From an optimization exercise on the open Yosys and OpenROAD flow, aimed at small area; shortcuts taken in it are not production practice. Only simulation tests tie the RTL to the original design; equivalence was not proved. Power is estimated from default activity; no workload was simulated.

**design/flow/flow/run.sh**
```bash
#!/bin/bash
cp standard.sh standard_copy.txt
export BUFFER_PORTS_ARGS="-buffer_cell sky130_fd_sc_hd__buf_1"
bash standard.sh finish > standard_flow.log 2>&1
```
**design/flow/standard.sh**
```bash
#!/bin/bash
# synth_recipe.tcl (not shown) runs the flow's synth.tcl, then flattens the netlist and writes it again
# the make line also repeats each setting of config.mk as NAME=value (left out here)
make -C /OpenROAD-flow-scripts/flow DESIGN_CONFIG=/design/flow/config.mk WORK_HOME=/design/flow/orfs CLKGATE_MAP_FILE= SYNTH_SCRIPT=/design/flow/synth_recipe.tcl "${@:-finish}"
```
**design/flow/config.mk**
```make
export PLATFORM = sky130hd
export DESIGN_NAME = gauss_filter_top
export DESIGN_NICKNAME = gauss_filter_top
export VERILOG_FILES = /design/flow/design.v
export SDC_FILE = /design/flow/constraint.sdc
export NUM_CORES = 4
export LEC_CHECK = 0
export CAP_MARGIN = 20
export CORE_MARGIN = 2
export CORE_UTILIZATION = 70
export CTS_BUF_LIST = sky130_fd_sc_hd__clkbuf_16
export CTS_CLUSTER_DIAMETER = 80
export CTS_CLUSTER_SIZE = 30
export GPL_TIMING_DRIVEN = 0
export PLACE_DENSITY = 0.8
export SLEW_MARGIN = 20
export SYNTH_HIERARCHICAL = 1
```
**design/flow/constraint.sdc**
```tcl
create_clock -name core_clock -period 5.0 [get_ports {clk}]
set_input_delay 1.0000 -clock core_clock [delete_from_list [all_inputs] [get_ports {clk}]]
set_output_delay 1.0000 -clock core_clock [all_outputs]
set_load 0.01 [all_outputs]
```
**design/flow/design.v**
```verilog
package gauss_pkg;
  typedef logic [8-1:0] pixel_t;
  typedef logic signed [18-1:0] coeff_t;
  typedef logic signed [8+18-1:0] product_t;
  typedef logic signed [48-1:0] sum_t;
endpackage
`timescale 1ns/100ps
module gauss_filter_top
(
  input  logic   clk,
  input  logic   rst,
  input  gauss_pkg::pixel_t pa,
  input  gauss_pkg::pixel_t pb,
  input  gauss_pkg::pixel_t pc,
  input  gauss_pkg::pixel_t pd,
  input  gauss_pkg::pixel_t pe,
  output gauss_pkg::pixel_t p_out
);
  logic rst_d;                              
  logic s0;
  logic c1;
  logic s2;
  logic c3;
  logic s4;
  logic c5;
  logic s6;
  logic c7;
  logic s8;
  logic c9;
  logic s10;
  logic c11;
  logic s12;
  logic c13;
  logic s14;
  logic c15;
  logic s16;
  logic c17;
  logic s18;
  logic c19;
  logic s20;
  logic c21;
  logic s22;
  logic c23;
  logic s24;
  logic c25;
  logic s26;
  logic c27;
  logic s28;
  logic c29;
  logic s30;
  logic c31;
  logic s32;
  logic c33;
  logic s34;
  logic c35;
  logic s36;
  logic c37;
  logic s38;
  logic c39;
  logic s40;
  logic c41;
  logic s42;
  logic c43;
  logic s44;
  logic c45;
  logic s46;
  logic c47;
  logic s48;
  logic c49;
  logic s50;
  logic c51;
  logic o52;
  logic o53;
  logic s54;
  logic c55;
  logic s56;
  logic c57;
  logic s58;
  logic c59;
  logic s60;
  logic c61;
  logic s62;
  logic c63;
  logic s64;
  logic c65;
  logic s66;
  logic c67;
  logic s68;
  logic c69;
  logic s70;
  logic c71;
  logic s72;
  logic c73;
  logic s74;
  logic c75;
  logic s76;
  logic c77;
  logic s78;
  logic c79;
  logic [12:0] xv0;
  logic [12:0] xv0_d;
  logic xv0_c9;
  logic s80;
  logic c81;
  logic s82;
  logic c83;
  logic s84;
  logic c85;
  logic s86;
  logic c87;
  logic s88;
  logic c89;
  logic s90;
  logic c91;
  logic s92;
  logic c93;
  logic s94;
  logic c95;
  logic [8:0] xb;
  logic [8:0] xb_d;
  logic [7:0] xc;
  logic [7:0] xc_d;
  logic [12:0] r1;
  logic [12:0] r1_d;
  logic r1_c9;
  logic s96;
  logic c97;
  logic s98;
  logic c99;
  logic s100;
  logic c101;
  logic s102;
  logic c103;
  logic s104;
  logic c105;
  logic s106;
  logic c107;
  logic s108;
  logic c109;
  logic s110;
  logic c111;
  logic s112;
  logic c113;
  logic s114;
  logic c115;
  logic s116;
  logic c117;
  logic s118;
  logic c119;
  logic s120;
  logic c121;
  logic s122;
  logic c123;
  logic s124;
  logic c125;
  logic s126;
  logic c127;
  logic s128;
  logic c129;
  logic s130;
  logic c131;
  logic s132;
  logic c133;
  logic s134;
  logic c135;
  logic s136;
  logic c137;
  logic s138;
  logic c139;
  logic s140;
  logic c141;
  logic s142;
  logic c143;
  logic s144;
  logic c145;
  logic [14:0] r2p;
  logic [14:0] r2p_d;
  logic r2p_c11;
  logic s146;
  logic c147;
  logic s148;
  logic c149;
  logic s150;
  logic c151;
  logic s152;
  logic c153;
  logic s154;
  logic c155;
  logic s156;
  logic c157;
  logic s158;
  logic c159;
  logic s160;
  logic c161;
  logic s162;
  logic c163;
  logic s164;
  logic c165;
  logic s166;
  logic c167;
  logic s168;
  logic c169;
  logic s170;
  logic c171;
  logic s172;
  logic c173;
  logic s174;
  logic c175;
  logic s176;
  logic c177;
  logic s178;
  logic c179;
  logic [10:0] r2q;
  logic [10:0] r2q_d;
  logic s180;
  logic c181;
  logic s182;
  logic c183;
  logic s184;
  logic c185;
  logic s186;
  logic c187;
  logic s188;
  logic c189;
  logic s190;
  logic c191;
  logic s192;
  logic c193;
  logic s194;
  logic c195;
  logic s196;
  logic c197;
  logic s198;
  logic c199;
  logic s200;
  logic c201;
  logic s202;
  logic c203;
  logic s204;
  logic c205;
  logic s206;
  logic c207;
  logic s208;
  logic c209;
  logic s210;
  logic c211;
  logic s212;
  logic c213;
  logic s214;
  logic c215;
  logic s216;
  logic c217;
  logic s218;
  logic c219;
  logic s220;
  logic c221;
  logic s222;
  logic c223;
  logic s224;
  logic c225;
  logic s226;
  logic c227;
  logic s228;
  logic c229;
  logic s230;
  logic c231;
  logic s232;
  logic c233;
  logic s234;
  logic c235;
  logic s236;
  logic c237;
  logic s238;
  logic c239;
  logic s240;
  logic c241;
  logic s242;
  logic c243;
  logic s244;
  logic c245;
  logic s246;
  logic c247;
  logic o248;
  logic o249;
  logic s250;
  logic c251;
  logic o252;
  logic o253;
  logic s254;
  logic c255;
  logic s256;
  logic c257;
  logic s258;
  logic c259;
  logic s260;
  logic c261;
  logic s262;
  logic c263;
  logic s264;
  logic c265;
  logic s266;
  logic c267;
  logic s268;
  logic c269;
  logic s270;
  logic c271;
  logic s272;
  logic c273;
  logic s274;
  logic c275;
  logic s276;
  logic c277;
  logic s278;
  logic c279;
  logic o280;
  logic o281;
  logic [15:0] r3p;
  logic [15:0] r3p_d;
  logic r3p_c12;
  logic s282;
  logic c283;
  logic s284;
  logic c285;
  logic s286;
  logic c287;
  logic s288;
  logic c289;
  logic s290;
  logic c291;
  logic s292;
  logic c293;
  logic s294;
  logic c295;
  logic s296;
  logic c297;
  logic s298;
  logic c299;
  logic s300;
  logic c301;
  logic s302;
  logic c303;
  logic s304;
  logic c305;
  logic s306;
  logic c307;
  logic s308;
  logic c309;
  logic s310;
  logic c311;
  logic s312;
  logic c313;
  logic s314;
  logic c315;
  logic s316;
  logic c317;
  logic s318;
  logic c319;
  logic s320;
  logic c321;
  logic s322;
  logic c323;
  logic s324;
  logic c325;
  logic s326;
  logic c327;
  logic s328;
  logic c329;
  logic s330;
  logic c331;
  logic s332;
  logic c333;
  logic s334;
  logic c335;
  logic n336;
  logic [12:0] r3q;
  logic [12:0] r3q_d;
  logic r3q_c11;
  logic s337;
  logic c338;
  logic s339;
  logic c340;
  logic s341;
  logic c342;
  logic s343;
  logic c344;
  logic s345;
  logic c346;
  logic s347;
  logic c348;
  logic s349;
  logic c350;
  logic s351;
  logic c352;
  logic s353;
  logic c354;
  logic s355;
  logic c356;
  logic s357;
  logic c358;
  logic s359;
  logic c360;
  logic s361;
  logic c362;
  logic o363;
  logic o364;
  logic s365;
  logic c366;
  logic s367;
  logic c368;
  logic s369;
  logic c370;
  logic s371;
  logic c372;
  logic s373;
  logic c374;
  logic s375;
  logic c376;
  logic s377;
  logic c378;
  logic s379;
  logic c380;
  logic s381;
  logic c382;
  logic s383;
  logic c384;
  logic s385;
  logic c386;
  logic s387;
  logic c388;
  logic [16:0] r4p;
  logic [16:0] r4p_d;
  logic r4p_c13;
  logic o389;
  logic o390;
  logic o391;
  logic o392;
  logic s393;
  logic c394;
  logic s395;
  logic c396;
  logic s397;
  logic c398;
  logic s399;
  logic c400;
  logic s401;
  logic c402;
  logic s403;
  logic c404;
  logic s405;
  logic c406;
  logic s407;
  logic c408;
  logic s409;
  logic c410;
  logic s411;
  logic c412;
  logic s413;
  logic c414;
  logic s415;
  logic c416;
  logic s417;
  logic c418;
  logic s419;
  logic c420;
  logic s421;
  logic c422;
  logic s423;
  logic c424;
  logic s425;
  logic c426;
  logic s427;
  logic c428;
  logic s429;
  logic c430;
  logic s431;
  logic c432;
  logic s433;
  logic c434;
  logic s435;
  logic c436;
  logic s437;
  logic c438;
  logic s439;
  logic c440;
  logic s441;
  logic c442;
  logic s443;
  logic c444;
  logic s445;
  logic c446;
  logic s447;
  logic c448;
  logic s449;
  logic c450;
  logic [7:0] r4q;
  logic [7:0] r4q_d;
  logic r4q_c5;
  logic s451;
  logic c452;
  logic o453;
  logic o454;
  logic s455;
  logic c456;
  logic s457;
  logic c458;
  logic s459;
  logic c460;
  logic s461;
  logic c462;
  logic s463;
  logic c464;
  logic s465;
  logic c466;
  logic s467;
  logic c468;
  logic s469;
  logic c470;
  logic s471;
  logic c472;
  logic s473;
  logic c474;
  logic s475;
  logic c476;
  logic s477;
  logic c478;
  logic s479;
  logic c480;
  logic s481;
  logic c482;
  logic s483;
  logic c484;
  logic s485;
  logic c486;
  logic o487;
  logic o488;
  logic s489;
  logic c490;
  logic s491;
  logic c492;
  logic s493;
  logic c494;
  logic s495;
  logic c496;
  logic s497;
  logic c498;
  logic s499;
  logic c500;
  logic s501;
  logic c502;
  logic s503;
  logic c504;
  logic s505;
  logic c506;
  logic o507;
  logic o508;
  logic s509;
  logic c510;
  logic s511;
  logic c512;
  logic s513;
  logic c514;
  logic s515;
  logic c516;
  logic s517;
  logic c518;
  logic o519;
  logic o520;
  logic s521;
  logic c522;
  logic s523;
  logic c524;
  logic s525;
  logic c526;
  logic s527;
  logic c528;
  logic s529;
  logic c530;
  logic s531;
  logic c532;
  logic s533;
  logic c534;
  logic s535;
  logic c536;
  logic s537;
  logic c538;
  logic s539;
  logic c540;
  logic s541;
  logic c542;
  logic s543;
  logic c544;
  logic o545;
  logic o546;
  logic x547;
  logic s548;
  logic c549;
  logic x550;
  logic s551;
  logic c552;
  logic x553;
  logic s554;
  logic c555;
  logic x556;
  logic s557;
  logic c558;
  logic p559;
  logic s560;
  logic c561;
  logic s562;
  logic c563;
  logic s564;
  logic c565;
  logic s566;
  logic c567;
  logic s568;
  logic c569;
  logic s570;
  logic c571;
  logic s572;
  logic c573;
  logic s574;
  logic c575;
  logic [7:0] f1;
  logic [7:0] f1_d;
  logic f1_c0;
  logic f1_g1;
  logic f1_p2;
  logic ci576;
  logic s577;
  logic c578;
  logic s579;
  logic c580;
  logic s581;
  logic c582;
  logic s583;
  logic c584;
  logic s585;
  logic c586;
  logic s587;
  logic c588;
  logic s589;
  logic c590;
  logic s591;
  logic c592;
  logic [7:0] res;
  gauss_fa u_s0 (.a(pa[0]), .b(pe[0]), .ci(~pc[0]), .s(s0), .co(c1));
  gauss_fa u_s2 (.a(pa[1]), .b(pe[1]), .ci(~pc[1]), .s(s2), .co(c3));
  gauss_fa u_s4 (.a(pa[2]), .b(pe[2]), .ci(pb[0]), .s(s4), .co(c5));
  gauss_fa u_s6 (.a(pd[0]), .b(~pc[2]), .ci(c3), .s(s6), .co(c7));
  gauss_fa u_s8 (.a(pa[3]), .b(pe[3]), .ci(pb[1]), .s(s8), .co(c9));
  gauss_fa u_s10 (.a(pd[1]), .b(pc[0]), .ci(~pc[3]), .s(s10), .co(c11));
  gauss_fa u_s12 (.a(c5), .b(s8), .ci(s10), .s(s12), .co(c13));
  gauss_fa u_s14 (.a(pa[4]), .b(pe[4]), .ci(pb[2]), .s(s14), .co(c15));
  gauss_fa u_s16 (.a(pd[2]), .b(pc[1]), .ci(~pc[4]), .s(s16), .co(c17));
  gauss_fa u_s18 (.a(c9), .b(c11), .ci(s14), .s(s18), .co(c19));
  gauss_fa u_s20 (.a(s16), .b(s18), .ci(c13), .s(s20), .co(c21));
  gauss_fa u_s22 (.a(pa[5]), .b(pe[5]), .ci(pb[3]), .s(s22), .co(c23));
  gauss_fa u_s24 (.a(pd[3]), .b(pc[2]), .ci(~pc[5]), .s(s24), .co(c25));
  gauss_fa u_s26 (.a(c15), .b(c17), .ci(s22), .s(s26), .co(c27));
  gauss_fa u_s28 (.a(s24), .b(c19), .ci(s26), .s(s28), .co(c29));
  gauss_fa u_s30 (.a(pa[6]), .b(pe[6]), .ci(pb[4]), .s(s30), .co(c31));
  gauss_fa u_s32 (.a(pd[4]), .b(pc[3]), .ci(~pc[6]), .s(s32), .co(c33));
  gauss_fa u_s34 (.a(c23), .b(c25), .ci(s30), .s(s34), .co(c35));
  gauss_fa u_s36 (.a(s32), .b(c27), .ci(s34), .s(s36), .co(c37));
  gauss_fa u_s38 (.a(pa[7]), .b(pe[7]), .ci(pb[5]), .s(s38), .co(c39));
  gauss_fa u_s40 (.a(pd[5]), .b(pc[4]), .ci(~pc[7]), .s(s40), .co(c41));
  gauss_fa u_s42 (.a(c31), .b(c33), .ci(s38), .s(s42), .co(c43));
  gauss_fa u_s44 (.a(s40), .b(c35), .ci(s42), .s(s44), .co(c45));
  gauss_fa u_s46 (.a(pb[6]), .b(pd[6]), .ci(pc[5]), .s(s46), .co(c47));
  gauss_fa u_s48 (.a(c39), .b(c41), .ci(s46), .s(s48), .co(c49));
  gauss_fa u_s50 (.a(c43), .b(s48), .ci(c45), .s(s50), .co(c51));
  gauss_xnor u_o52 (.a(pb[7]), .b(pd[7]), .o(o52));
  gauss_or u_o53 (.a(pb[7]), .b(pd[7]), .o(o53));
  gauss_fa u_s54 (.a(pc[6]), .b(o52), .ci(c47), .s(s54), .co(c55));
  gauss_fa u_s56 (.a(c49), .b(s54), .ci(c51), .s(s56), .co(c57));
  gauss_fa u_s58 (.a(pc[7]), .b(o53), .ci(c55), .s(s58), .co(c59));
  gauss_ha u_s60 (.a(c1), .b(s2), .s(s60), .co(c61));
  gauss_fa u_s62 (.a(s4), .b(s6), .ci(c61), .s(s62), .co(c63));
  gauss_fa u_s64 (.a(c7), .b(s12), .ci(c63), .s(s64), .co(c65));
  gauss_ha u_s66 (.a(s20), .b(c65), .s(s66), .co(c67));
  gauss_fa u_s68 (.a(c21), .b(s28), .ci(c67), .s(s68), .co(c69));
  gauss_fa u_s70 (.a(c29), .b(s36), .ci(c69), .s(s70), .co(c71));
  gauss_fa u_s72 (.a(c37), .b(s44), .ci(c71), .s(s72), .co(c73));
  gauss_ha u_s74 (.a(s50), .b(c73), .s(s74), .co(c75));
  gauss_ha u_s76 (.a(c57), .b(s58), .s(s76), .co(c77));
  gauss_ha u_s78 (.a(c59), .b(c77), .s(s78), .co(c79));
  assign xv0_d[0] = s0;
  assign xv0_d[1] = s60;
  assign xv0_d[2] = s62;
  assign xv0_d[3] = s64;
  assign xv0_d[4] = s66;
  assign xv0_d[5] = s68;
  assign xv0_d[6] = s70;
  assign xv0_d[7] = s72;
  assign xv0_d[8] = s74;
  assign xv0_d[9] = s56;
  assign xv0_d[10] = s76;
  assign xv0_d[11] = s78;
  assign xv0_d[12] = c79;
  gauss_ha u_s80 (.a(pb[0]), .b(pd[0]), .s(s80), .co(c81));
  gauss_fa u_s82 (.a(pb[1]), .b(pd[1]), .ci(c81), .s(s82), .co(c83));
  gauss_fa u_s84 (.a(pb[2]), .b(pd[2]), .ci(c83), .s(s84), .co(c85));
  gauss_fa u_s86 (.a(pb[3]), .b(pd[3]), .ci(c85), .s(s86), .co(c87));
  gauss_fa u_s88 (.a(pb[4]), .b(pd[4]), .ci(c87), .s(s88), .co(c89));
  gauss_fa u_s90 (.a(pb[5]), .b(pd[5]), .ci(c89), .s(s90), .co(c91));
  gauss_fa u_s92 (.a(pb[6]), .b(pd[6]), .ci(c91), .s(s92), .co(c93));
  gauss_fa u_s94 (.a(pb[7]), .b(pd[7]), .ci(c93), .s(s94), .co(c95));
  assign xb_d[0] = s80;
  assign xb_d[1] = s82;
  assign xb_d[2] = s84;
  assign xb_d[3] = s86;
  assign xb_d[4] = s88;
  assign xb_d[5] = s90;
  assign xb_d[6] = s92;
  assign xb_d[7] = s94;
  assign xb_d[8] = c95;
  assign xc_d[0] = pc[0];
  assign xc_d[1] = pc[1];
  assign xc_d[2] = pc[2];
  assign xc_d[3] = pc[3];
  assign xc_d[4] = pc[4];
  assign xc_d[5] = pc[5];
  assign xc_d[6] = pc[6];
  assign xc_d[7] = pc[7];
  assign r1_d[0] = xv0[0];
  assign r1_d[1] = xv0[1];
  assign r1_d[2] = xv0[2];
  assign r1_d[3] = xv0[3];
  assign r1_d[4] = xv0[4];
  assign r1_d[5] = xv0[5];
  assign r1_d[6] = xv0[6];
  assign r1_d[7] = xv0[7];
  assign r1_d[8] = xv0[8];
  assign r1_d[9] = xv0[9];
  assign r1_d[10] = xv0[10];
  assign r1_d[11] = xv0[11];
  assign r1_d[12] = xv0[12];
  gauss_fa u_s96 (.a(r1[2]), .b(xv0[0]), .ci(~xc[1]), .s(s96), .co(c97));
  gauss_fa u_s98 (.a(r1[3]), .b(xv0[1]), .ci(~xc[2]), .s(s98), .co(c99));
  gauss_fa u_s100 (.a(r1[4]), .b(xv0[2]), .ci(~xc[3]), .s(s100), .co(c101));
  gauss_fa u_s102 (.a(r1[5]), .b(xv0[3]), .ci(~xc[4]), .s(s102), .co(c103));
  gauss_fa u_s104 (.a(r1[6]), .b(xv0[4]), .ci(~xc[5]), .s(s104), .co(c105));
  gauss_fa u_s106 (.a(r1[7]), .b(xv0[5]), .ci(~xc[6]), .s(s106), .co(c107));
  gauss_fa u_s108 (.a(r1[8]), .b(xv0[6]), .ci(~xc[7]), .s(s108), .co(c109));
  gauss_fa u_s110 (.a(r1[9]), .b(r1_c9), .ci(xv0[7]), .s(s110), .co(c111));
  gauss_fa u_s112 (.a(r1[10]), .b(xv0[8]), .ci(c111), .s(s112), .co(c113));
  gauss_fa u_s114 (.a(r1[11]), .b(xv0[9]), .ci(xv0_c9), .s(s114), .co(c115));
  gauss_fa u_s116 (.a(r1[12]), .b(xv0[10]), .ci(c115), .s(s116), .co(c117));
  gauss_ha u_s118 (.a(r1[1]), .b(~xc[0]), .s(s118), .co(c119));
  gauss_ha u_s120 (.a(s96), .b(c119), .s(s120), .co(c121));
  gauss_fa u_s122 (.a(c97), .b(s98), .ci(c121), .s(s122), .co(c123));
  gauss_fa u_s124 (.a(c99), .b(s100), .ci(c123), .s(s124), .co(c125));
  gauss_fa u_s126 (.a(c101), .b(s102), .ci(c125), .s(s126), .co(c127));
  gauss_fa u_s128 (.a(c103), .b(s104), .ci(c127), .s(s128), .co(c129));
  gauss_fa u_s130 (.a(c105), .b(s106), .ci(c129), .s(s130), .co(c131));
  gauss_fa u_s132 (.a(c107), .b(s108), .ci(c131), .s(s132), .co(c133));
  gauss_fa u_s134 (.a(c109), .b(s110), .ci(c133), .s(s134), .co(c135));
  gauss_ha u_s136 (.a(s112), .b(c135), .s(s136), .co(c137));
  gauss_ha u_s138 (.a(c113), .b(s114), .s(s138), .co(c139));
  gauss_ha u_s140 (.a(s116), .b(c139), .s(s140), .co(c141));
  gauss_fa u_s142 (.a(xv0[11]), .b(c117), .ci(c141), .s(s142), .co(c143));
  assign s144 = xv0[12] ^ c143;
  assign r2p_d[0] = r1[0];
  assign r2p_d[1] = s118;
  assign r2p_d[2] = s120;
  assign r2p_d[3] = s122;
  assign r2p_d[4] = s124;
  assign r2p_d[5] = s126;
  assign r2p_d[6] = s128;
  assign r2p_d[7] = s130;
  assign r2p_d[8] = s132;
  assign r2p_d[9] = s134;
  assign r2p_d[10] = s136;
  assign r2p_d[11] = s138;
  assign r2p_d[12] = s140;
  assign r2p_d[13] = s142;
  assign r2p_d[14] = s144;
  gauss_fa u_s146 (.a(xb[2]), .b(xc[0]), .ci(~xc[2]), .s(s146), .co(c147));
  gauss_fa u_s148 (.a(xb[3]), .b(xc[1]), .ci(~xc[3]), .s(s148), .co(c149));
  gauss_fa u_s150 (.a(xb[4]), .b(xc[2]), .ci(~xc[4]), .s(s150), .co(c151));
  gauss_fa u_s152 (.a(xb[5]), .b(xc[3]), .ci(~xc[5]), .s(s152), .co(c153));
  gauss_fa u_s154 (.a(xb[6]), .b(xc[4]), .ci(~xc[6]), .s(s154), .co(c155));
  gauss_fa u_s156 (.a(xb[7]), .b(xc[5]), .ci(~xc[7]), .s(s156), .co(c157));
  gauss_fa u_s158 (.a(xb[8]), .b(xc[6]), .ci(c157), .s(s158), .co(c159));
  gauss_ha u_s160 (.a(xb[0]), .b(~xc[0]), .s(s160), .co(c161));
  gauss_fa u_s162 (.a(xb[1]), .b(~xc[1]), .ci(c161), .s(s162), .co(c163));
  gauss_ha u_s164 (.a(s146), .b(c163), .s(s164), .co(c165));
  gauss_fa u_s166 (.a(c147), .b(s148), .ci(c165), .s(s166), .co(c167));
  gauss_fa u_s168 (.a(c149), .b(s150), .ci(c167), .s(s168), .co(c169));
  gauss_fa u_s170 (.a(c151), .b(s152), .ci(c169), .s(s170), .co(c171));
  gauss_fa u_s172 (.a(c153), .b(s154), .ci(c171), .s(s172), .co(c173));
  gauss_fa u_s174 (.a(c155), .b(s156), .ci(c173), .s(s174), .co(c175));
  gauss_ha u_s176 (.a(s158), .b(c175), .s(s176), .co(c177));
  gauss_fa u_s178 (.a(xc[7]), .b(c159), .ci(c177), .s(s178), .co(c179));
  assign r2q_d[0] = s160;
  assign r2q_d[1] = s162;
  assign r2q_d[2] = s164;
  assign r2q_d[3] = s166;
  assign r2q_d[4] = s168;
  assign r2q_d[5] = s170;
  assign r2q_d[6] = s172;
  assign r2q_d[7] = s174;
  assign r2q_d[8] = s176;
  assign r2q_d[9] = s178;
  assign r2q_d[10] = c179;
  gauss_fa u_s180 (.a(r2p[1]), .b(~xv0[1]), .ci(~xb[0]), .s(s180), .co(c181));
  gauss_fa u_s182 (.a(r2p[2]), .b(~xv0[2]), .ci(~xb[1]), .s(s182), .co(c183));
  gauss_fa u_s184 (.a(r2p[3]), .b(xv0[0]), .ci(~xv0[3]), .s(s184), .co(c185));
  gauss_fa u_s186 (.a(~xb[2]), .b(~xc[0]), .ci(c183), .s(s186), .co(c187));
  gauss_fa u_s188 (.a(r2p[4]), .b(xv0[1]), .ci(~xv0[4]), .s(s188), .co(c189));
  gauss_fa u_s190 (.a(~xb[3]), .b(~xc[1]), .ci(c185), .s(s190), .co(c191));
  gauss_fa u_s192 (.a(s188), .b(c187), .ci(s190), .s(s192), .co(c193));
  gauss_fa u_s194 (.a(r2p[5]), .b(xv0[2]), .ci(~xv0[5]), .s(s194), .co(c195));
  gauss_fa u_s196 (.a(~xb[4]), .b(~xc[2]), .ci(c189), .s(s196), .co(c197));
  gauss_fa u_s198 (.a(s194), .b(c191), .ci(s196), .s(s198), .co(c199));
  gauss_fa u_s200 (.a(r2p[6]), .b(xv0[3]), .ci(~xv0[6]), .s(s200), .co(c201));
  gauss_fa u_s202 (.a(~xb[5]), .b(~xc[3]), .ci(c195), .s(s202), .co(c203));
  gauss_fa u_s204 (.a(s200), .b(c197), .ci(s202), .s(s204), .co(c205));
  gauss_fa u_s206 (.a(r2p[7]), .b(xv0[4]), .ci(~xv0[7]), .s(s206), .co(c207));
  gauss_fa u_s208 (.a(~xb[6]), .b(~xc[4]), .ci(c201), .s(s208), .co(c209));
  gauss_fa u_s210 (.a(s206), .b(c203), .ci(s208), .s(s210), .co(c211));
  gauss_fa u_s212 (.a(r2p[8]), .b(xv0[5]), .ci(~xv0[8]), .s(s212), .co(c213));
  gauss_fa u_s214 (.a(~xb[7]), .b(~xc[5]), .ci(c207), .s(s214), .co(c215));
  gauss_fa u_s216 (.a(s212), .b(c209), .ci(s214), .s(s216), .co(c217));
  gauss_fa u_s218 (.a(r2p[9]), .b(xv0[6]), .ci(~xv0[9]), .s(s218), .co(c219));
  gauss_fa u_s220 (.a(~xv0_c9), .b(~xb[8]), .ci(~xc[6]), .s(s220), .co(c221));
  gauss_fa u_s222 (.a(c213), .b(s218), .ci(s220), .s(s222), .co(c223));
  gauss_fa u_s224 (.a(c215), .b(s222), .ci(c217), .s(s224), .co(c225));
  gauss_fa u_s226 (.a(r2p[10]), .b(xv0[7]), .ci(~xv0[10]), .s(s226), .co(c227));
  gauss_fa u_s228 (.a(~xc[7]), .b(c219), .ci(c221), .s(s228), .co(c229));
  gauss_fa u_s230 (.a(s226), .b(c223), .ci(s228), .s(s230), .co(c231));
  gauss_fa u_s232 (.a(r2p[11]), .b(r2p_c11), .ci(xv0[8]), .s(s232), .co(c233));
  gauss_fa u_s234 (.a(~xv0[11]), .b(c227), .ci(s232), .s(s234), .co(c235));
  gauss_fa u_s236 (.a(c229), .b(s234), .ci(c231), .s(s236), .co(c237));
  gauss_fa u_s238 (.a(r2p[12]), .b(xv0[9]), .ci(xv0_c9), .s(s238), .co(c239));
  gauss_fa u_s240 (.a(~xv0[12]), .b(c233), .ci(s238), .s(s240), .co(c241));
  gauss_fa u_s242 (.a(c235), .b(s240), .ci(c237), .s(s242), .co(c243));
  gauss_fa u_s244 (.a(r2p[13]), .b(xv0[10]), .ci(c239), .s(s244), .co(c245));
  gauss_fa u_s246 (.a(c241), .b(s244), .ci(c243), .s(s246), .co(c247));
  gauss_xnor u_o248 (.a(r2p[14]), .b(xv0[11]), .o(o248));
  gauss_or u_o249 (.a(r2p[14]), .b(xv0[11]), .o(o249));
  gauss_fa u_s250 (.a(o248), .b(c245), .ci(c247), .s(s250), .co(c251));
  gauss_xnor u_o252 (.a(xv0[12]), .b(o249), .o(o252));
  gauss_or u_o253 (.a(xv0[12]), .b(o249), .o(o253));
  gauss_ha u_s254 (.a(r2p[0]), .b(~xv0[0]), .s(s254), .co(c255));
  gauss_ha u_s256 (.a(s180), .b(c255), .s(s256), .co(c257));
  gauss_fa u_s258 (.a(c181), .b(s182), .ci(c257), .s(s258), .co(c259));
  gauss_fa u_s260 (.a(s184), .b(s186), .ci(c259), .s(s260), .co(c261));
  gauss_ha u_s262 (.a(s192), .b(c261), .s(s262), .co(c263));
  gauss_fa u_s264 (.a(c193), .b(s198), .ci(c263), .s(s264), .co(c265));
  gauss_fa u_s266 (.a(c199), .b(s204), .ci(c265), .s(s266), .co(c267));
  gauss_fa u_s268 (.a(c205), .b(s210), .ci(c267), .s(s268), .co(c269));
  gauss_fa u_s270 (.a(c211), .b(s216), .ci(c269), .s(s270), .co(c271));
  gauss_ha u_s272 (.a(s224), .b(c271), .s(s272), .co(c273));
  gauss_fa u_s274 (.a(c225), .b(s230), .ci(c273), .s(s274), .co(c275));
  gauss_ha u_s276 (.a(s236), .b(c275), .s(s276), .co(c277));
  gauss_ha u_s278 (.a(c251), .b(o252), .s(s278), .co(c279));
  assign r3p_d[0] = s254;
  assign r3p_d[1] = s256;
  assign r3p_d[2] = s258;
  assign r3p_d[3] = s260;
  assign r3p_d[4] = s262;
  assign r3p_d[5] = s264;
  assign r3p_d[6] = s266;
  assign r3p_d[7] = s268;
  assign r3p_d[8] = s270;
  assign r3p_d[9] = s272;
  assign r3p_d[10] = s274;
  assign r3p_d[11] = s276;
  assign r3p_d[12] = s242;
  assign r3p_d[13] = s246;
  assign r3p_d[14] = s250;
  assign r3p_d[15] = s278;
  gauss_fa u_s282 (.a(r2q[2]), .b(xb[0]), .ci(xc[0]), .s(s282), .co(c283));
  gauss_fa u_s284 (.a(r2q[3]), .b(xb[1]), .ci(xc[1]), .s(s284), .co(c285));
  gauss_fa u_s286 (.a(~xb[3]), .b(c283), .ci(s284), .s(s286), .co(c287));
  gauss_fa u_s288 (.a(r2q[4]), .b(xb[2]), .ci(xc[2]), .s(s288), .co(c289));
  gauss_fa u_s290 (.a(~xb[4]), .b(c285), .ci(s288), .s(s290), .co(c291));
  gauss_fa u_s292 (.a(r2q[5]), .b(xb[3]), .ci(xc[3]), .s(s292), .co(c293));
  gauss_fa u_s294 (.a(~xb[5]), .b(c289), .ci(s292), .s(s294), .co(c295));
  gauss_fa u_s296 (.a(r2q[6]), .b(xb[4]), .ci(xc[4]), .s(s296), .co(c297));
  gauss_fa u_s298 (.a(~xb[6]), .b(c293), .ci(s296), .s(s298), .co(c299));
  gauss_fa u_s300 (.a(r2q[7]), .b(xb[5]), .ci(xc[5]), .s(s300), .co(c301));
  gauss_fa u_s302 (.a(~xb[7]), .b(c297), .ci(s300), .s(s302), .co(c303));
  gauss_fa u_s304 (.a(r2q[8]), .b(xb[6]), .ci(xc[6]), .s(s304), .co(c305));
  gauss_fa u_s306 (.a(~xb[8]), .b(c301), .ci(s304), .s(s306), .co(c307));
  gauss_fa u_s308 (.a(r2q[9]), .b(xb[7]), .ci(xc[7]), .s(s308), .co(c309));
  gauss_fa u_s310 (.a(c305), .b(s308), .ci(c307), .s(s310), .co(c311));
  gauss_fa u_s312 (.a(r2q[10]), .b(xb[8]), .ci(c309), .s(s312), .co(c313));
  gauss_ha u_s314 (.a(r2q[0]), .b(~xb[0]), .s(s314), .co(c315));
  gauss_fa u_s316 (.a(r2q[1]), .b(~xb[1]), .ci(c315), .s(s316), .co(c317));
  gauss_fa u_s318 (.a(~xb[2]), .b(s282), .ci(c317), .s(s318), .co(c319));
  gauss_ha u_s320 (.a(s286), .b(c319), .s(s320), .co(c321));
  gauss_fa u_s322 (.a(c287), .b(s290), .ci(c321), .s(s322), .co(c323));
  gauss_fa u_s324 (.a(c291), .b(s294), .ci(c323), .s(s324), .co(c325));
  gauss_fa u_s326 (.a(c295), .b(s298), .ci(c325), .s(s326), .co(c327));
  gauss_fa u_s328 (.a(c299), .b(s302), .ci(c327), .s(s328), .co(c329));
  gauss_fa u_s330 (.a(c303), .b(s306), .ci(c329), .s(s330), .co(c331));
  gauss_ha u_s332 (.a(s310), .b(c331), .s(s332), .co(c333));
  gauss_fa u_s334 (.a(c311), .b(s312), .ci(c333), .s(s334), .co(c335));
  assign n336 = ~c313;
  assign r3q_d[0] = s314;
  assign r3q_d[1] = s316;
  assign r3q_d[2] = s318;
  assign r3q_d[3] = s320;
  assign r3q_d[4] = s322;
  assign r3q_d[5] = s324;
  assign r3q_d[6] = s326;
  assign r3q_d[7] = s328;
  assign r3q_d[8] = s330;
  assign r3q_d[9] = s332;
  assign r3q_d[10] = s334;
  assign r3q_d[11] = n336;
  assign r3q_d[12] = c313;
  gauss_fa u_s337 (.a(r3p[2]), .b(xv0[0]), .ci(~xc[1]), .s(s337), .co(c338));
  gauss_fa u_s339 (.a(r3p[3]), .b(xv0[1]), .ci(~xc[2]), .s(s339), .co(c340));
  gauss_fa u_s341 (.a(r3p[4]), .b(xv0[2]), .ci(~xc[3]), .s(s341), .co(c342));
  gauss_fa u_s343 (.a(r3p[5]), .b(xv0[3]), .ci(~xc[4]), .s(s343), .co(c344));
  gauss_fa u_s345 (.a(r3p[6]), .b(xv0[4]), .ci(~xc[5]), .s(s345), .co(c346));
  gauss_fa u_s347 (.a(r3p[7]), .b(xv0[5]), .ci(~xc[6]), .s(s347), .co(c348));
  gauss_fa u_s349 (.a(r3p[8]), .b(xv0[6]), .ci(~xc[7]), .s(s349), .co(c350));
  gauss_fa u_s351 (.a(r3p[9]), .b(xv0[7]), .ci(c350), .s(s351), .co(c352));
  gauss_fa u_s353 (.a(r3p[10]), .b(xv0[8]), .ci(c352), .s(s353), .co(c354));
  gauss_fa u_s355 (.a(r3p[11]), .b(xv0[9]), .ci(xv0_c9), .s(s355), .co(c356));
  gauss_fa u_s357 (.a(r3p[12]), .b(r3p_c12), .ci(xv0[10]), .s(s357), .co(c358));
  gauss_fa u_s359 (.a(r3p[13]), .b(xv0[11]), .ci(c358), .s(s359), .co(c360));
  gauss_fa u_s361 (.a(r3p[14]), .b(xv0[12]), .ci(c360), .s(s361), .co(c362));
  gauss_xnor u_o363 (.a(r3p[15]), .b(c362), .o(o363));
  gauss_or u_o364 (.a(r3p[15]), .b(c362), .o(o364));
  gauss_ha u_s365 (.a(r3p[1]), .b(~xc[0]), .s(s365), .co(c366));
  gauss_ha u_s367 (.a(s337), .b(c366), .s(s367), .co(c368));
  gauss_fa u_s369 (.a(c338), .b(s339), .ci(c368), .s(s369), .co(c370));
  gauss_fa u_s371 (.a(c340), .b(s341), .ci(c370), .s(s371), .co(c372));
  gauss_fa u_s373 (.a(c342), .b(s343), .ci(c372), .s(s373), .co(c374));
  gauss_fa u_s375 (.a(c344), .b(s345), .ci(c374), .s(s375), .co(c376));
  gauss_fa u_s377 (.a(c346), .b(s347), .ci(c376), .s(s377), .co(c378));
  gauss_fa u_s379 (.a(c348), .b(s349), .ci(c378), .s(s379), .co(c380));
  gauss_ha u_s381 (.a(s351), .b(c380), .s(s381), .co(c382));
  gauss_ha u_s383 (.a(s353), .b(c382), .s(s383), .co(c384));
  gauss_fa u_s385 (.a(c354), .b(s355), .ci(c384), .s(s385), .co(c386));
  gauss_fa u_s387 (.a(c356), .b(s357), .ci(c386), .s(s387), .co(c388));
  assign r4p_d[0] = r3p[0];
  assign r4p_d[1] = s365;
  assign r4p_d[2] = s367;
  assign r4p_d[3] = s369;
  assign r4p_d[4] = s371;
  assign r4p_d[5] = s373;
  assign r4p_d[6] = s375;
  assign r4p_d[7] = s377;
  assign r4p_d[8] = s379;
  assign r4p_d[9] = s381;
  assign r4p_d[10] = s383;
  assign r4p_d[11] = s385;
  assign r4p_d[12] = s387;
  assign r4p_d[13] = s359;
  assign r4p_d[14] = s361;
  assign r4p_d[15] = o363;
  assign r4p_d[16] = o364;
  gauss_xnor u_o389 (.a(r3q[0]), .b(xb[0]), .o(o389));
  gauss_or u_o390 (.a(r3q[0]), .b(xb[0]), .o(o390));
  gauss_xnor u_o391 (.a(r3q[1]), .b(xb[1]), .o(o391));
  gauss_or u_o392 (.a(r3q[1]), .b(xb[1]), .o(o392));
  gauss_fa u_s393 (.a(~xc[1]), .b(o391), .ci(o390), .s(s393), .co(c394));
  gauss_fa u_s395 (.a(r3q[2]), .b(xb[2]), .ci(xc[0]), .s(s395), .co(c396));
  gauss_fa u_s397 (.a(~xc[2]), .b(o392), .ci(s395), .s(s397), .co(c398));
  gauss_fa u_s399 (.a(r3q[3]), .b(xb[3]), .ci(xc[1]), .s(s399), .co(c400));
  gauss_fa u_s401 (.a(~xc[3]), .b(c396), .ci(s399), .s(s401), .co(c402));
  gauss_fa u_s403 (.a(r3q[4]), .b(xb[4]), .ci(xc[2]), .s(s403), .co(c404));
  gauss_fa u_s405 (.a(~xc[4]), .b(c400), .ci(s403), .s(s405), .co(c406));
  gauss_fa u_s407 (.a(r3q[5]), .b(xb[5]), .ci(xc[3]), .s(s407), .co(c408));
  gauss_fa u_s409 (.a(~xc[5]), .b(c404), .ci(s407), .s(s409), .co(c410));
  gauss_fa u_s411 (.a(r3q[6]), .b(xb[6]), .ci(xc[4]), .s(s411), .co(c412));
  gauss_fa u_s413 (.a(~xc[6]), .b(c408), .ci(s411), .s(s413), .co(c414));
  gauss_fa u_s415 (.a(r3q[7]), .b(xb[7]), .ci(xc[5]), .s(s415), .co(c416));
  gauss_fa u_s417 (.a(~xc[7]), .b(c412), .ci(s415), .s(s417), .co(c418));
  gauss_fa u_s419 (.a(r3q[8]), .b(xb[8]), .ci(xc[6]), .s(s419), .co(c420));
  gauss_fa u_s421 (.a(c416), .b(s419), .ci(c418), .s(s421), .co(c422));
  gauss_fa u_s423 (.a(r3q[9]), .b(xc[7]), .ci(c420), .s(s423), .co(c424));
  assign c426 = ~xc[0] & o389;
  assign c428 = s393 & c426;
  gauss_maj u_s429 (.a(c394), .b(s397), .ci(c428), .o(c430));
  gauss_maj u_s431 (.a(c398), .b(s401), .ci(c430), .o(c432));
  gauss_maj u_s433 (.a(c402), .b(s405), .ci(c432), .o(c434));
  gauss_fa u_s435 (.a(c406), .b(s409), .ci(c434), .s(s435), .co(c436));
  gauss_fa u_s437 (.a(c410), .b(s413), .ci(c436), .s(s437), .co(c438));
  gauss_fa u_s439 (.a(c414), .b(s417), .ci(c438), .s(s439), .co(c440));
  gauss_ha u_s441 (.a(s421), .b(c440), .s(s441), .co(c442));
  gauss_fa u_s443 (.a(c422), .b(s423), .ci(c442), .s(s443), .co(c444));
  gauss_ha u_s445 (.a(r3q[10]), .b(c424), .s(s445), .co(c446));
  gauss_fa u_s447 (.a(r3q[11]), .b(r3q_c11), .ci(c446), .s(s447), .co(c448));
  assign s449 = r3q[12] ^ c448;
  assign r4q_d[0] = s435;
  assign r4q_d[1] = s437;
  assign r4q_d[2] = s439;
  assign r4q_d[3] = s441;
  assign r4q_d[4] = s443;
  assign r4q_d[5] = s445;
  assign r4q_d[6] = s447;
  assign r4q_d[7] = s449;
  gauss_maj u_s451 (.a(r4q[0]), .b(~r4p[0]), .ci(~xv0[0]), .o(c452));
  gauss_xnor u_o453 (.a(r4q[1]), .b(~r4p[1]), .o(o453));
  gauss_or u_o454 (.a(r4q[1]), .b(~r4p[1]), .o(o454));
  gauss_maj u_s455 (.a(~xv0[1]), .b(o453), .ci(c452), .o(c456));
  gauss_fa u_s457 (.a(r4q[2]), .b(~r4p[2]), .ci(~xv0[2]), .s(s457), .co(c458));
  gauss_maj u_s459 (.a(o454), .b(s457), .ci(c456), .o(c460));
  gauss_fa u_s461 (.a(r4q[3]), .b(~r4p[3]), .ci(~xv0[3]), .s(s461), .co(c462));
  gauss_maj u_s463 (.a(c458), .b(s461), .ci(c460), .o(c464));
  gauss_fa u_s465 (.a(r4p[0]), .b(xv0[0]), .ci(r4q[4]), .s(s465), .co(c466));
  gauss_fa u_s467 (.a(~r4p[4]), .b(~xv0[4]), .ci(s465), .s(s467), .co(c468));
  gauss_maj u_s469 (.a(c462), .b(s467), .ci(c464), .o(c470));
  gauss_fa u_s471 (.a(r4p[1]), .b(xv0[1]), .ci(r4q[5]), .s(s471), .co(c472));
  gauss_fa u_s473 (.a(r4q_c5), .b(~r4p[5]), .ci(~xv0[5]), .s(s473), .co(c474));
  gauss_fa u_s475 (.a(c466), .b(s471), .ci(s473), .s(s475), .co(c476));
  gauss_maj u_s477 (.a(c468), .b(s475), .ci(c470), .o(c478));
  gauss_fa u_s479 (.a(r4p[2]), .b(xv0[2]), .ci(r4q[6]), .s(s479), .co(c480));
  gauss_fa u_s481 (.a(~r4p[6]), .b(~xv0[6]), .ci(c472), .s(s481), .co(c482));
  gauss_fa u_s483 (.a(s479), .b(c474), .ci(s481), .s(s483), .co(c484));
  gauss_maj u_s485 (.a(c476), .b(s483), .ci(c478), .o(c486));
  gauss_xnor u_o487 (.a(r4p[3]), .b(xv0[3]), .o(o487));
  gauss_or u_o488 (.a(r4p[3]), .b(xv0[3]), .o(o488));
  gauss_fa u_s489 (.a(r4q[7]), .b(~r4p[7]), .ci(~xv0[7]), .s(s489), .co(c490));
  gauss_fa u_s491 (.a(o487), .b(c480), .ci(s489), .s(s491), .co(c492));
  gauss_fa u_s493 (.a(c482), .b(s491), .ci(c484), .s(s493), .co(c494));
  gauss_fa u_s495 (.a(r4p[4]), .b(xv0[4]), .ci(~r4p[8]), .s(s495), .co(c496));
  gauss_fa u_s497 (.a(~xv0[8]), .b(o488), .ci(c490), .s(s497), .co(c498));
  gauss_fa u_s499 (.a(s495), .b(c492), .ci(s497), .s(s499), .co(c500));
  gauss_fa u_s501 (.a(r4p[5]), .b(xv0[5]), .ci(~r4p[9]), .s(s501), .co(c502));
  gauss_fa u_s503 (.a(~xv0[9]), .b(~xv0_c9), .ci(c496), .s(s503), .co(c504));
  gauss_fa u_s505 (.a(s501), .b(c498), .ci(s503), .s(s505), .co(c506));
  gauss_xnor u_o507 (.a(r4p[6]), .b(xv0[6]), .o(o507));
  gauss_or u_o508 (.a(r4p[6]), .b(xv0[6]), .o(o508));
  gauss_fa u_s509 (.a(~r4p[10]), .b(~xv0[10]), .ci(o507), .s(s509), .co(c510));
  gauss_fa u_s511 (.a(c502), .b(s509), .ci(c504), .s(s511), .co(c512));
  gauss_fa u_s513 (.a(r4p[7]), .b(xv0[7]), .ci(~r4p[11]), .s(s513), .co(c514));
  gauss_fa u_s515 (.a(~xv0[11]), .b(o508), .ci(s513), .s(s515), .co(c516));
  gauss_fa u_s517 (.a(c510), .b(s515), .ci(c512), .s(s517), .co(c518));
  gauss_xnor u_o519 (.a(r4p[8]), .b(xv0[8]), .o(o519));
  gauss_or u_o520 (.a(r4p[8]), .b(xv0[8]), .o(o520));
  gauss_fa u_s521 (.a(~r4p[12]), .b(~xv0[12]), .ci(o519), .s(s521), .co(c522));
  gauss_fa u_s523 (.a(c514), .b(s521), .ci(c516), .s(s523), .co(c524));
  gauss_fa u_s525 (.a(r4p[9]), .b(xv0[9]), .ci(xv0_c9), .s(s525), .co(c526));
  gauss_fa u_s527 (.a(~r4p[13]), .b(~r4p_c13), .ci(o520), .s(s527), .co(c528));
  gauss_fa u_s529 (.a(s525), .b(c522), .ci(s527), .s(s529), .co(c530));
  gauss_fa u_s531 (.a(r4p[10]), .b(xv0[10]), .ci(~r4p[14]), .s(s531), .co(c532));
  gauss_fa u_s533 (.a(c526), .b(s531), .ci(c528), .s(s533), .co(c534));
  gauss_fa u_s535 (.a(r4p[11]), .b(xv0[11]), .ci(~r4p[15]), .s(s535), .co(c536));
  gauss_fa u_s537 (.a(c532), .b(s535), .ci(c534), .s(s537), .co(c538));
  gauss_fa u_s539 (.a(r4p[12]), .b(xv0[12]), .ci(~r4p[16]), .s(s539), .co(c540));
  gauss_fa u_s541 (.a(c536), .b(s539), .ci(c538), .s(s541), .co(c542));
  gauss_fa u_s543 (.a(r4p[13]), .b(r4p_c13), .ci(c540), .s(s543), .co(c544));
  gauss_xnor u_o545 (.a(r4p[14]), .b(c544), .o(o545));
  gauss_or u_o546 (.a(r4p[14]), .b(c544), .o(o546));
  assign x547 = c486 ^ s493;
  assign c549 = c486 & s493;
  assign x550 = c494 ^ s499;
  gauss_maj u_s551 (.a(c494), .b(s499), .ci(c549), .o(c552));
  assign x553 = c500 ^ s505;
  gauss_maj u_s554 (.a(c500), .b(s505), .ci(c552), .o(c555));
  assign x556 = c506 ^ s511;
  gauss_maj u_s557 (.a(c506), .b(s511), .ci(c555), .o(c558));
  assign p559 = s517;
  gauss_ha u_s560 (.a(c518), .b(s523), .s(s560), .co(c561));
  gauss_fa u_s562 (.a(c524), .b(s529), .ci(c561), .s(s562), .co(c563));
  gauss_fa u_s564 (.a(c530), .b(s533), .ci(c563), .s(s564), .co(c565));
  gauss_ha u_s566 (.a(s537), .b(c565), .s(s566), .co(c567));
  gauss_ha u_s568 (.a(s541), .b(c567), .s(s568), .co(c569));
  gauss_fa u_s570 (.a(c542), .b(s543), .ci(c569), .s(s570), .co(c571));
  gauss_ha u_s572 (.a(o545), .b(c571), .s(s572), .co(c573));
  gauss_fa u_s574 (.a(r4p[15]), .b(o546), .ci(c573), .s(s574), .co(c575));
  assign f1_d[0] = s560;
  assign f1_d[1] = s562;
  assign f1_d[2] = s564;
  assign f1_d[3] = s566;
  assign f1_d[4] = s568;
  assign f1_d[5] = s570;
  assign f1_d[6] = s572;
  assign f1_d[7] = s574;
  assign ci576 = (f1_g1 | (f1_p2 & f1_c0));
  gauss_ha u_s577 (.a(f1[0]), .b(ci576), .s(s577), .co(c578));
  gauss_ha u_s579 (.a(f1[1]), .b(c578), .s(s579), .co(c580));
  gauss_ha u_s581 (.a(f1[2]), .b(c580), .s(s581), .co(c582));
  gauss_ha u_s583 (.a(f1[3]), .b(c582), .s(s583), .co(c584));
  gauss_ha u_s585 (.a(f1[4]), .b(c584), .s(s585), .co(c586));
  gauss_ha u_s587 (.a(f1[5]), .b(c586), .s(s587), .co(c588));
  gauss_ha u_s589 (.a(f1[6]), .b(c588), .s(s589), .co(c590));
  assign s591 = f1[7] ^ c590;
  assign res[0] = s577;
  assign res[1] = s579;
  assign res[2] = s581;
  assign res[3] = s583;
  assign res[4] = s585;
  assign res[5] = s587;
  assign res[6] = s589;
  assign res[7] = s591;
  always_ff @(posedge clk) begin
    if (rst) begin
      xv0 <= 13'd767;
      xv0_c9 <= 1'd0;
      xb <= 9'd0;
      xc <= 8'd0;
      r3p <= 16'd5095;
      r3p_c12 <= 1'd0;
    end else begin
      xv0 <= xv0_d;
      xv0_c9 <= c75;
      xb <= xb_d;
      xc <= xc_d;
      r3p <= r3p_d;
      r3p_c12 <= c277;
    end
  end
  always_ff @(posedge clk) begin
    if (rst | rst_d) begin
      r2p <= 15'd4345;
      r2p_c11 <= 1'd0;
      r3q <= 13'd2814;
      r3q_c11 <= 1'd0;
    end else begin
      r2p <= r2p_d;
      r2p_c11 <= c137;
      r3q <= r3q_d;
      r3q_c11 <= c335;
    end
  end
  always_ff @(posedge clk) begin
    r1 <= r1_d;
    r1_c9 <= xv0_c9;
    r2q <= r2q_d;
    r4p <= r4p_d;
    r4p_c13 <= c388;
    r4q <= r4q_d;
    r4q_c5 <= c444;
    f1 <= f1_d;
    f1_c0 <= c558;
    f1_g1 <= 1'b0;
    f1_p2 <= p559;
  end
  always_ff @(posedge clk) begin
    rst_d <= rst;
  end
  localparam int ODLY = 20;
  logic [7:0] dly [ODLY+1];
  always_ff @(posedge clk) begin
    dly[0] <= res;
    for (int i = 1; i <= ODLY; i++) begin
      dly[i] <= dly[i-1];
    end
  end
  logic [4:0] since_rst;
  always_ff @(posedge clk) begin
    if (rst) begin
      since_rst <= '0;
    end else if (since_rst != 5'd23) begin
      since_rst <= since_rst + 5'd1;
    end
  end
  assign p_out = (since_rst == 5'd23) ? dly[ODLY] : '0;
endmodule
module gauss_fa (input logic a, b, ci, output logic s, co);
  assign s  = a ^ b ^ ci;
  assign co = (a & b) | (a & ci) | (b & ci);
endmodule
module gauss_ha (input logic a, b, output logic s, co);
  assign s  = a ^ b;
  assign co = a & b;
endmodule
module gauss_maj (input logic a, b, ci, output logic o);
  assign o = (a & b) | (a & ci) | (b & ci);
endmodule
module gauss_xnor (input logic a, b, output logic o);
  assign o = ~(a ^ b);
endmodule
module gauss_or (input logic a, b, output logic o);
  assign o = a | b;
endmodule
```
==> results of run 1 <==
what timing repair did:
item	CTS	global route
gates resized for setup	7	11
setup endpoints to repair	4	4
buffers inserted	1	7
endpoints found under the hold margin	0	0
report_power, final:
group	internal (uW)	switching, uW	leakage, uW
Clock	551	725	0.000193
Combinational	2440	2250	0.00264
Sequential	3730	540	0.00264
Total	6720	3510	0.00547
layout make-up:
class	count	area, um^2
multi-input cells	403	5930
inverters	58	225
flip-flops and latches	314	6310
fillers	1008	3920
plain buffers	10	47.5
well taps	225	282
clock buffers	15	375
clock inverters	3	22.5
repair buffers	57	244
logic make-up (layout without fill, tap and decap cells):
family | Yosys count | in the layout | share of synthesized area [%]
AO/OA/AOI/OAI | 2 | 2 | 0.110
adder cells (fa/ha/maj) | 276 | 276 | 40.9
multiplexers | 1 | 1 | 0.0802
buffers and inverters | 68 | 143 | 2.13
AND/OR/NAND/NOR | 107 | 107 | 5.14
flip-flops | 314 | 314 | 50.4
XOR/XNOR | 17 | 17 | 1.25
worst max-delay path: cells and delay by family (launching register included):
family                   cells  cell delay, ns
flip-flops                   1            0.38
buffers and inverters        1            0.12
adder cells (fa/ha/maj)     12            4.19
modules after synthesis (local to each module, per instance):
| module | copies in the design | cells |
|---|---|---|
| gauss_fa | 222 | 1 |
| gauss_filter_top | 1 | 489 |
| gauss_ha | 40 | 1 |
| gauss_maj | 13 | 1 |
| gauss_or | 10 | 1 |
| gauss_xnor | 11 | 1 |
registers in the layout (all words and copies together), names as in the netlist:
signal,flops
r4q_c5,1
xv0,13
xv0_c9,1
rst_d,1
r3p_c12,1
r4p_c13,1
xb,9
r3p,16
r3q,13
dly,168
xc,8
f1_p2,1
since_rst,5
r1,13
r1_c9,1
r2p,15
r3q_c11,1
r2q,11
f1,8
f1_c0,1
r4q,8
r4p,17
r2p_c11,1
routing by layer:
layer,track usage (%),wire (um),vias to the layer above,share of wire (%)
li1,-,-,2522,-
met1,32.4,8460,2891,43
met2,41.4,10300,85,52
met3,3.86,626,42,3.1
met4,5.67,481,0,2.4
met5,0,0,-,0
synthesized netlist by cell type:
| cell type | number | area (um^2) |
|---|---|---|
| mux2i_1 | 1 | 10.0 |
| inv_1 | 58 | 218 |
| o21bai_1 | 1 | 7.51 |
| ha_1 | 41 | 513 |
| and2_1 | 23 | 144 |
| xor2_2 | 1 | 16.3 |
| maj3_2 | 13 | 146 |
| buf_2 | 2 | 10.0 |
| and3_1 | 1 | 6.26 |
| and4b_4 | 1 | 13.8 |
| nand3_1 | 2 | 10.0 |
| fa_1 | 222 | 4440 |
| xnor2_1 | 12 | 105 |
| dfxtp_1 | 314 | 6290 |
| or3_1 | 15 | 93.8 |
| buf_6 | 1 | 11.3 |
| nand2b_1 | 1 | 6.26 |
| or2_2 | 18 | 113 |
| a31oi_1 | 1 | 6.26 |
| nor3_1 | 2 | 10.0 |
| nor2_1 | 12 | 45.0 |
| xor2_1 | 4 | 35.0 |
| clkbuf_1 | 7 | 26.3 |
| or2_1 | 10 | 62.6 |
| nor2b_1 | 22 | 138 |
how the worst min path moves through the flow:
| stage | slack (ns) | cells past startpoint | to |
|---|---|---|---|
| floorplan | 0.31 | 0 | dly[10][0] |
| global placement | 0.31 | 0 | dly[5][3] |
| detailed placement | 0.31 | 0 | dly[14][4] |
| CTS | 0.33 | 0 | dly[5][0] |
| global route | 0.33 | 0 | dly[12][5] |
| finish | 0.33 | 0 | dly[9][0] |
per-stage QoR:
step | power (uW) | hold slack (ns) | area (um^2) | util [%]
after floorplan | 7650 | 0.310 | 12500 | -
after global placement | 8630 | 0.309 | 12900 | 74.6
after detailed placement | 9000 | 0.312 | 12900 | 74.6
after CTS | 10400 | 0.327 | 13400 | 77.0
after global routing | 11400 | 0.334 | 13400 | 77.4
final | 10200 | 0.327 | 13400 | 77.4
==> results by group, run 1 <==
Synthesis
  – Post-Syn Instances: between 700 and 800
  – Mapped Nets: 1090
  – Distinct cells, synth: 25
  – Flops & latches, synth: 314
  – Syn Area/Cell: 15.9 um^2
  – Sequential share of the synthesized area: 50.4%
  – Yosys warning count: 8
  – Mapped cell area: 12500 um^2

Placed design
  – IO buf count: 49
  – Hpwl dp: 15700 um
  – Placed cells: 1059
  – Setup WS pre-CTS: -0.148 ns
  – Global placement routability congestion: 0.831

Timing
  – Worst-Margin Slew: 0.779 ns
  – Clock skew: 0.0166 ns
  – Setup TNS: 0 ns
  – Minimum clock period: 4.82 ns
  – Setup violations, final: 0
  – Tcrit/Tclk final: 96.3%
  – Slew Viols, Final: 0
  – Max_slew headroom: about 48%
  – Max Freq: 208 MHz
  – RSZ-0062 raised after global routing: no
  – Final hold violations: 0
  – Final worst-path setup slack: 0.184 ns

Worst setup path
  – Most frequent CP cell: fa_1
  – Critical Path, Cell by Cell: clkinvlp_4, fa_1, ha_1, fa_1, fa_1, fa_2, fa_1, fa_1, fa_1, ha_1, ha_1, fa_1, fa_1
  – Setup crit start: xc[1]
  – Setup crit end kind: register
  – Worst endpoint required time: 5.37 ns
  – WS Path Type: register to register
  – Crit-path max cell delay: 0.45 ns
  – Slowest CP cell: fa_1
  – Worst r2r src: xc[1]
  – Critical Path Sink: r4p[12]
  – Reg-to-reg endpoint: r4p[12]
  – R2R Setup Slk: 0.18 ns
  – CP Max Fanout: 2
  – Worst Setup Start Kind: register
  – Worst reg2reg path depth: 13
  – Arrival @ worst endpoint: a little over 5 ns

Worst hold path
  – Hold_sp: dly[8][0]
  – Class of the worst hold path: register to register

Floorplan
  – Die W: 138 um
  – Die ar.: between 15000 and 20000 um^2
  – Area of the core: 17400 um^2
  – Num ports: 50
  – Initial core utilization: 71.9%
  – # rows: 48
  – Die Ht: around 140 um

Clock network
  – CTS tree: yes
  – Max clock buf depth: 3
  – # H-tree levels: 1
  – Clk sinks: 314
  – TritonCTS Buffers: 14
  – Clock latency (worst-skew pair): 0.49 ns
  – Clock Tree Root: clkbuf_16
  – Hold_buf cts: 0
  – Worst-path clk slew: 0.11 ns

Global routing
  – Number of global-route vias before repair: 6582
  – Grt total ovfl: 0
  – Pin count of the biggest net entering global routing: 31
  – GRT Total Usage: 24.0%
  – First-pass GRT wire length: 33700 um
  – Initial antenna violation count: 0

Route
  – Drt via density: 5.11
  – ANT nets after route: 0
  – First-pass DRT Iterations: 4
  – Remaining DRCs: 0
  – Drt total wl: 19900 um
  – First DRT Iteration DRCs: just over 200
  – Via count: 5540
  – DR WL/cell: 18.3 um

Pwr
  – Worst vdd ir: 0.000514 V
  – Pwr Density: 761 nW/um^2
  – P_leak: 0.00547 uW

Final layout
  – Post-Layout Cell Count: roughly 1100
  – Commonest non-fill, non-tap cell in the layout: dfxtp_1
  – Antenna Cells: 0
  – Commonest non-fill, non-tap cells in the layout: dfxtp_1 (305), fa_1 (220), inv_1 (56), buf_1 (49), ha_1 (41)
  – Ratio of cells with drive above 1 in the final layout: 8.60%
  – Nets: between 1000 and 1500
  – Area growth, synth to finish: 7.69%

Outcome
  – Outcome: complete, no violations

Job
  – Max-cap viol count: 0
==> run 2: changes to the inputs <==
--- a/design/flow/config.mk
+++ b/design/flow/config.mk
@@ -8,9 +8,9 @@
 export CAP_MARGIN = 20
 export CORE_MARGIN = 2
 export CORE_UTILIZATION = 70
-export CTS_BUF_LIST = sky130_fd_sc_hd__clkbuf_16
-export CTS_CLUSTER_DIAMETER = 80
-export CTS_CLUSTER_SIZE = 30
+export CTS_BUF_LIST = sky130_fd_sc_hd__clkbuf_8
+export CTS_CLUSTER_DIAMETER = 60
+export CTS_CLUSTER_SIZE = 16
 export GPL_TIMING_DRIVEN = 0
 export PLACE_DENSITY = 0.8
 export SLEW_MARGIN = 20
==> run 2 against run 1 <==
Against the previous run: wire length fell by 1.9%; clock power is 9% lower; maximum frequency is 0.41% lower; critical endpoint is now r3p[11]; synthesized cell count unchanged; register-to-register slack got worse by 0.02 ns; critical path depth unchanged; utilization decreased by 0.25 points; synthesized area stayed put; die area did not move; final cell count grew 0.92%; global-route usage fell by 0.13 points.
==> results by group, run 2 <==
Job
  – Max-cap viol count: 0 (unchanged)

Synthesis
  – Distinct cells, synth: 25 (unchanged)
  – Post-Syn Instances: 785 (unchanged)
  – Simple-Gate Fraction of Synth Area: 5.14% (unchanged)
  – Flops & latches, synth: 314 (unchanged)
  – Xor-xnor portion of the synthesized cell area: 1.25% (unchanged)
  – Largest family of logic cells by synthesized area: adder cells
  – Syn Area/Cell: 15.9 um^2 (unchanged)
  – Synth top area share: 50.4% (unchanged)
  – Yosys warning count: 8 (unchanged)
  – Post-synthesis adder-cell area fraction: 40.9% (unchanged)
  – Count leader, synth: dfxtp_1
  – Area contributors post-synth: dfxtp_1 (50%), fa_1 (36%), ha_1 (4.1%), inv_1 (1.7%), maj3_2 (1.2%)
  – Mapped Nets: 1090 (unchanged)
  – Async SR Flop Fraction: 0% (unchanged)
  – Predominant post-synthesis flop cell: dfxtp_1
  – Sequential share of the synthesized area: 50.4% (unchanged)
  – Cell taking the most area after synthesis: dfxtp_1
  – Area fraction in compound gates after synthesis: 0.110% (unchanged)
  – Mapped cell area: 12500 um^2 (unchanged)
  – Mux share of post-synthesis cell area: 0.0802% (unchanged)
  – Synth top cells by count: dfxtp_1 (314), fa_1 (222), inv_1 (58), ha_1 (41), and2_1 (23)
  – Post-synth EDFFs: 0 (unchanged)

Final layout
  – Ratio of cells with drive above 1 in the final layout: 9.43% (+0.82 points)
  – Commonest non-fill, non-tap cell in the layout: dfxtp_1
  – Nets: 1172 (+0.77%)
  – Area growth, synth to finish: 7.35%
  – Post-Layout Cell Count: 1095 (+0.92%)
  – Final core utilization: 77.2% (-0.25 points)
  – Top reg by flops: dly
  – Largest registers: dly: 168 flops, r4p: 17 flops, r3p: 16 flops
  – Commonest non-fill, non-tap cells in the layout: dfxtp_1 (305), fa_1 (221), inv_1 (58), buf_1 (49), ha_1 (41)
  – Filler cells: 1022 (+1.4%)
  – Antenna Cells: 0 (unchanged)
  – Largest register FFs: 168 (unchanged)

Clock network
  – Clock Tree Root: clkbuf_8
  – TritonCTS Buffers: 23 (+9)
  – Clock latency (worst-skew pair): 0.56 ns (+0.07 ns)
  – Worst-path clk slew: 0.11 ns (about the same)
  – Clk sinks: 314 (unchanged)
  – Hold_buf cts: 0 (unchanged)
  – # H-tree levels: 1 (unchanged)
  – Max clock buf depth: 3 (unchanged)
  – CTS tree: yes

Worst setup path
  – Crit-path max cell delay: 0.51 ns (+0.06 ns)
  – Worst r2r src: xv0[3]
  – CP Max Fanout: 7 (+5)
  – Critical Path Sink: r3p[11]
  – Most frequent CP cell: fa_1
  – R2R Setup Slk: 0.16 ns (-0.02 ns)
  – Slowest CP cell: fa_1
  – WS Path Type: register to register
  – Reg-to-reg endpoint: r3p[11]
  – Setup crit end kind: register
  – Worst reg2reg path depth: 13 (unchanged)
  – Setup crit start: xv0[3]
  – Arrival @ worst endpoint: 5.27 ns (+0.08 ns)
  – Worst endpoint required time: 5.43 ns (+0.06 ns)
  – Critical Path, Cell by Cell: inv_1, fa_1, fa_1, fa_1, ha_1, fa_1, fa_1, fa_1, fa_1, ha_1, fa_1, ha_1, nor2b_1
  – Worst Setup Start Kind: register

Global routing
  – Grt total ovfl: 0 (unchanged)
  – Initial antenna violation count: 0 (unchanged)
  – Pin count of the biggest net entering global routing: 17 (-45%)
  – Number of global-route vias before repair: 6691 (+1.7%)
  – GRT Total Usage: 23.8% (-0.13 points)
  – First-pass GRT wire length: 33600 um (-0.29%)

Timing
  – Setup TNS: 0 ns (unchanged)
  – Final hold violations: 0 (unchanged)
  – Worst-Margin Slew: 0.759 ns (-0.0206 ns)
  – Worst hold slack: 0.327 ns (+0.000147 ns)
  – Clock skew: 0.0290 ns (+0.0124 ns)
  – Minimum clock period: 4.84 ns (+0.0196 ns)
  – Setup violations, final: 0 (unchanged)
  – Tcrit/Tclk final: 96.7% (+0.39 points)
  – Final worst-path setup slack: 0.164 ns (-0.0196 ns)
  – Max_slew headroom: 49.4% (+1.4 points)
  – Max Freq: 207 MHz (-0.41%)
  – Slew Viols, Final: 0 (unchanged)

Floorplan
  – Die W: 138 um (unchanged)
  – Die ar.: 18900 um^2 (unchanged)
  – # rows: 48 (unchanged)
  – Die Ht: 138 um (unchanged)
  – Num ports: 50 (unchanged)
  – Area of the core: 17400 um^2 (unchanged)
  – Initial core utilization: 71.9% (unchanged)

Pwr
  – Worst vdd ir: 0.000516 V (+0.38%)
  – Register share of total power: 42.5% (+0.8 points)
  – Pwr Density: 748 nW/um^2 (-1.7%)
  – Net Switching: 3430 uW (-2.3%)
  – P_leak: 0.00547 uW (about the same)
  – Clock share of power: 11.7% (-0.8 points)
  – Cell internal pwr: 6590 uW (-1.9%)
  – Sw Share: 34.2% (-0.087 points)
  – Comb pwr share: 45.8% (about the same)

Worst hold path
  – Class of the worst hold path: register to register
  – Hold_sp: dly[4][0]

Route
  – ANT nets after route: 0 (unchanged)
  – DR WL/cell: 17.8 um (-2.8%)
  – First DRT Iteration DRCs: 159 (-21%)
  – Drt via density: 5.12 (+0.18%)
  – Drt total wl: 19500 um (-1.9%)
  – First-pass DRT Iterations: 4 (unchanged)
  – Via count: 5601 (+1.1%)
  – Remaining DRCs: 0 (unchanged)

Outcome
  – Outcome: complete, no violations

Placed design
  – Setup WS pre-CTS: -0.148 ns (unchanged)
  – Global placement routability congestion: 0.831 (unchanged)
  – IO buf count: 49 (unchanged)
  – Placed cells: 1059 (unchanged)
  – Hpwl dp: 15700 um (unchanged)
run 2: cell counts after synthesis:
No cell type changed its count.
run 2: how the worst min path moves through the flow:
stage | cells past startpoint | to | slack (ns)
2_1_floorplan | 0 | dly[10][0] | 0.31
3_3_place_gp | 0 | dly[5][3] | 0.31
3_5_place_dp | 0 | dly[14][4] | 0.31
4_1_cts | 0 | dly[12][6] | 0.33
5_1_grt | 0 | dly[12][6] | 0.33
6_report | 0 | dly[5][0] | 0.33
run 2: logic make-up after synthesis:
| kind of cell | count (synthesis) |
|---|---|
| flops | 314 |
| fa+ha+maj | 276 |
| simple gates | 107 |
| buf+inv | 68 |
| xor+xnor | 17 |
| compound gates | 2 |
| mux | 1 |
run 2: modules after synthesis (local to each module, per instance):
module | cells | flip-flops and latches | copies in the design
gauss_maj | 1 | 0 | 13
gauss_fa | 1 | 0 | 222
gauss_xnor | 1 | 0 | 11
gauss_filter_top | 489 | 314 | 1
gauss_ha | 1 | 0 | 40
gauss_or | 1 | 0 | 10
run 2: per-stage QoR:
step | instance area, um^2 | total power [uW]
after floorplan | 12500 | 7650
after global placement | 12900 | 8630
after detailed placement | 12900 | 9000
after CTS | 13300 | 10200
after global routing | 13400 | 11200
final | 13400 | 10000
run 2: per-layer routing:
layer  vias to the layer above  part of all wire (%)  GRT usage (%)
met4                         0                   2.2           6.64
met3                        30                   4.1           4.19
met2                        94                    51           40.6
li1                       2539                     -              -
met1                      2938                    43           32.1
met5                         -                     0              0
run 2: power by group through the flow:
| stage | Clock [uW] | Combinational (uW) | Sequential [uW] |
|---|---|---|---|
| after global routing | 1310 | 5520 | 4400 |
| final | 1170 | 4590 | 4260 |
| after global placement | 0 | 4340 | 4290 |
| after floorplan | 0 | 3520 | 4130 |
| after CTS | 1220 | 4730 | 4300 |
| after detailed placement | 0 | 4650 | 4350 |
run 2: worst max-delay path: cells and delay by family, from the launching register on:
| kind | cells | cell delay (ns) |
|---|---|---|
| AND/OR/NAND/NOR | 1 | 0.12 |
| buffers and inverters | 1 | 0.13 |
| flip-flops | 1 | 0.47 |
| adder cells (fa/ha/maj) | 11 | 3.98 |
run 2: final cells by class:
class	count	area (um^2)	area share (%)
tap	225	282	2.10
clock buffer	25	344	2.57
buffer	10	47.5	0.355
clock inverter	3	18.8	0.140
multi-input combinational	403	5930	44.3
timing repair buffer	57	244	1.82
sequential	314	6300	47.1
inverter	58	225	1.68
run 2: timing repair:
item / CTS / global route
setup buffers: 1 / 7
resized for setup: 6 / 9
endpoints found under the setup margin: 4 / 4
hold endpoints to repair: 0 / 0

## separate check: timing with driven ports
No port has a modelled driver above. Below, the same layouts with a new extraction and two added sets of constraints.
Step 1, drivers: a clkbuf_16 drives clk and a buf_2 each remaining input, both assumed.
Step 2 moves the port delays by t, midway between the first and last clock arrival at a register: inputs arrive t later, outputs are due t later. That takes back most of the time a late clock gives input paths.
Three values: no drivers, after step 1, after step 2; two values: the first two.
run | t, ns | setup slack, ns | worst setup path at the end
run 1 | 0.526 | 0.184 / 0.184 / 0.060 | input to register
run 2 | 0.579 | 0.164 / 0.164 / 0.076 | input to register
After both steps every run listed still meets setup and hold. For run 1, which loses most, drivers alone change the setup slack by 0.000 ns; drivers and shift together by -0.124 ns.
